What follows belongs to an exercise in optimizing a design on an open flow for small area, a short achievable clock period and few clock cycles per item; a production flow would make more cautious choices.
Only simulation tests tie the RTL to the original design; equivalence was not proved.
Power and IR drop assume default switching activity.

## the reference run
## execute_top
module execute_top (
    input  logic        clk,
    input  logic        rst,
    input  logic        flush,
    input  logic        alu_issue,
    input  logic [6:0]  alu_op_code,
    input  logic [2:0]  alu_funct3,
    input  logic [6:0]  alu_funct7,
    input  logic [31:0] alu_imm,
    input  logic [31:0] alu_pc,
    input  logic [31:0] alu_rs1,
    input  logic [31:0] alu_rs2,
    input  logic [5:0]  alu_pd,
    input  logic [4:0]  alu_rd,
    input  logic [4:0]  alu_rob,
    input  logic        alu_pred_taken,
    input  logic [31:0] alu_btb_pc_next,
    input  logic        mul_issue,
    input  logic [2:0]  mul_funct3,
    input  logic [31:0] mul_rs1,
    input  logic [31:0] mul_rs2,
    input  logic [5:0]  mul_pd,
    input  logic [4:0]  mul_rd,
    input  logic [4:0]  mul_rob,
    input  logic [31:0] mul_pc,
    output logic        mul_ready,
    output logic        alu_wb_valid,
    output logic [31:0] alu_pv,
    output logic [5:0]  alu_wb_pd,
    output logic [4:0]  alu_wb_rd,
    output logic [31:0] alu_wb_pc,
    output logic [4:0]  alu_wb_rob,
    output logic [31:0] alu_pc_next,
    output logic        alu_update_pc_next,
    output logic        alu_branch_taken,
    output logic        mul_wb_valid,
    output logic [31:0] mul_pv,
    output logic [5:0]  mul_wb_pd,
    output logic [4:0]  mul_wb_rd,
    output logic [31:0] mul_wb_pc,
    output logic [4:0]  mul_wb_rob
);
clock: 10.0 ns
lec_check: 0
abc_area: 1
cap_margin: 20
core_margin: 2
core_utilization: 40
cts_buf_list: sky130_fd_sc_hd__clkbuf_8
cts_cluster_size: 25
place_density: 0.72
slew_margin: 60
tns_end_percent: 30
standard.sh (not shown) runs the stock make flow with config.mk's settings and CLKGATE_MAP_FILE= SYNTH_SCRIPT=/design/flow/synth_recipe.tcl, a recipe that flattens the netlist after the stock synthesis.
==> flow/flow/run.sh <==
#!/bin/bash
set -o pipefail
export SETUP_SLACK_MARGIN=6
export BUFFER_PORTS_ARGS="-buffer_cell sky130_fd_sc_hd__buf_2"
bash standard.sh > standard.log 2>&1
The flow did not stop early for the reference run: all stages ran, and the layout cleared the timing, design-rule and antenna checks.
Testbench counts of the reference run, summed over its fixed seeds: cycles 536, muls 512.
Setup changes, the reference run to the trial run
# the reference run
export LEC_CHECK = 0
export ABC_AREA = 1
export CAP_MARGIN = 20
export CORE_MARGIN = 2
export CORE_UTILIZATION = 40
export CTS_BUF_LIST = sky130_fd_sc_hd__clkbuf_8
export CTS_CLUSTER_SIZE = 25
export PLACE_DENSITY = 0.72
export SLEW_MARGIN = 60
export TNS_END_PERCENT = 30
create_clock -name core_clock -period 10.0 [get_ports {clk}]
# the trial run
export LEC_CHECK = 0
export ABC_AREA = 1
export CAP_MARGIN = 20
export CORE_MARGIN = 2
export CORE_UTILIZATION = 40
export CTS_BUF_LIST = sky130_fd_sc_hd__clkbuf_8
export CTS_CLUSTER_SIZE = 25
export SLEW_MARGIN = 75
export TNS_END_PERCENT = 30
create_clock -name core_clock -period 10.0 [get_ports {clk}]
==> comparison <==
- Status: total negative slack for setup checks parity (the reference run, the trial run)
- Per the comparison of the trial run with the reference run, first-pass GRT wire length went up by 1100 µm, post-route clock period utilization shows a reduction of 0.23 points, combinational power share went up.
- On share of power burned in registers: the trial run sits below the reference run.
- The trial run reports a lower count of cells resized by post-cts repair than the reference run does.
- Start point of the critical path: u_execute.u_booth_mul.m1_1[7]$_DFF_P_ -> the reference run, u_execute.u_booth_mul.m1_1[8]$_DFF_P_ -> the trial run
- Taking the reference run as the reference, in the trial run sequential portion of the cell area now sits lower, total power after layout climbed about 5%, via count went down by about 3%.
- Endpoint of the worst setup timing path: u_execute.u_booth_mul.y2[35]$_DFF_P_ -> the reference run, u_execute.u_booth_mul.y2[37]$_DFF_P_ -> the trial run

## job 8824
Another version of the RTL of execute_top (not shown whole).
For scale: roughly 540 flip-flops, roughly 510 I/O pins, roughly 52000 µm² of cells after synthesis.
export LEC_CHECK = 0
export ABC_AREA = 1
export CAP_MARGIN = 20
export CORE_MARGIN = 2
export CORE_UTILIZATION = 40
export SLEW_MARGIN = 20
create_clock -name core_clock -period 10.0 [get_ports {clk}]
==> flow/flow/run.sh <==
#!/bin/bash
set -o pipefail
export SETUP_SLACK_MARGIN=6.5
export BUFFER_PORTS_ARGS="-buffer_cell sky130_fd_sc_hd__buf_2"
bash standard.sh > standard.log 2>&1
Testbench counts of job 8824, summed over its fixed seeds: cycles 536, muls 512.
diff inputs: job 8824 => job 8150
==> flow/flow/run.sh <==
#!/bin/bash
set -o pipefail
export SETUP_SLACK_MARGIN=6
bash standard.sh > standard.log 2>&1
## What came out
Area of all sequential standard cells, job 8824 and job 8150, lower one = job 8150.
Of job 8150 and job 8824, it is job 8150 that has the lower hold slack.
From job 8824 to job 8150 the numbers moved as follows: total power fell about 1%; power attributed to sequential cells about even; number of failing setup endpoints in the final timing report about even; number of cells on the critical path rose 1.
Of the two values seen for startpoint of the most critical setup path, u_execute.u_booth_mul.a1[30] was produced by job 8824 and u_execute.u_booth_mul.one1[5] by job 8150.
Looking at the reports, job 8150 completed the entire flow and the layout it produced met the timing, design-rule and antenna checks.
Job 8824: PASS, flow complete, no timing, DRC or antenna violations
Shortest clock period the worst path allows after layout deteriorates in job 8150 relative to job 8824.
Against job 8824, job 8150 reports a via count that is lower.
Max largest net degree at the start of global routing across job 8824 and job 8150: job 8824
As far as sequential cell count goes, job 8150 and job 8824 are indistinguishable; the numbers are identical.
Edits applied to the flow inputs when going from job 8150 to job 2664:
- SETUP_SLACK_MARGIN now 5, previously not set
==> flow/run.sh (new file) <==
#!/bin/bash
# synth_recipe.tcl (not shown) runs the flow's synth.tcl, then flattens the netlist and writes it again
# the make line also repeats each setting of config.mk as NAME=value (left out here)
make -C /OpenROAD-flow-scripts/flow DESIGN_CONFIG=/design/flow/config.mk WORK_HOME=/design/flow/orfs CLKGATE_MAP_FILE= SYNTH_SCRIPT=/design/flow/synth_recipe.tcl finish
removed: flow/flow/run.sh
removed: flow/standard.sh
==> comparison <==
Compared with job 8150, job 2664 shows a lower number of cells on the critical path. Diff job 8150 -> job 2664: aggregate global-route resource usage fell by 1.5 points; clock latency on the worst-skew pair -0.02 ns; setup TNS comparable. Looking at type of the worst setup path, the flip-flop to primary output result is from job 2664; the flip-flop to flip-flop one comes from job 8150. Per the comparison of job 2664 with job 8150, final cycle utilization of the critical path +9.1 points; total CTS buffers decreased by 2 relative to the old numbers; cell depth of the worst hold path flat.

## static timing again, ports no longer ideal
The results above use ideal ports. As a check the final layouts listed here were re-extracted and re-timed, cells and wires unchanged.
Step 1 assumes that a clkbuf_16 drives the clock port and a buf_2 every other input.
Step 2 moves the port delays by t, midway between the first and last clock arrival at a register: inputs arrive t later, outputs are due t later. That takes back most of the time a late clock gives input paths.
a / b / c = no drivers / after step 1 / after step 2; a / b = the first two.
| run | t, ns | setup slack, ns | worst hold slack (ns) | worst setup path at the end |
|---|---|---|---|---|
| the reference run | 0.845 | 5.974 / 5.974 / 5.198 | 0.291 / 0.291 / 0.291 | input to register |
| the trial run | 0.901 | 5.997 / 5.990 / 5.089 | 0.300 / 0.300 / 0.300 | input to register |
| job 8824 | 0.715 | 5.940 / 5.940 / 5.456 | 0.324 / 0.324 / 0.324 | input to register |
| job 8150 | 0.770 | 5.817 / 5.817 / 5.299 | 0.321 / 0.321 / 0.321 | input to register |
| job 2664 | 0.753 | 4.911 / 4.834 / 4.254 | 0.303 / 0.303 / 0.303 | input to register |
After both steps setup and hold are still met in every run listed. For the trial run, which loses most, drivers alone change the setup slack by -0.007 ns; drivers and shift together by -0.908 ns.
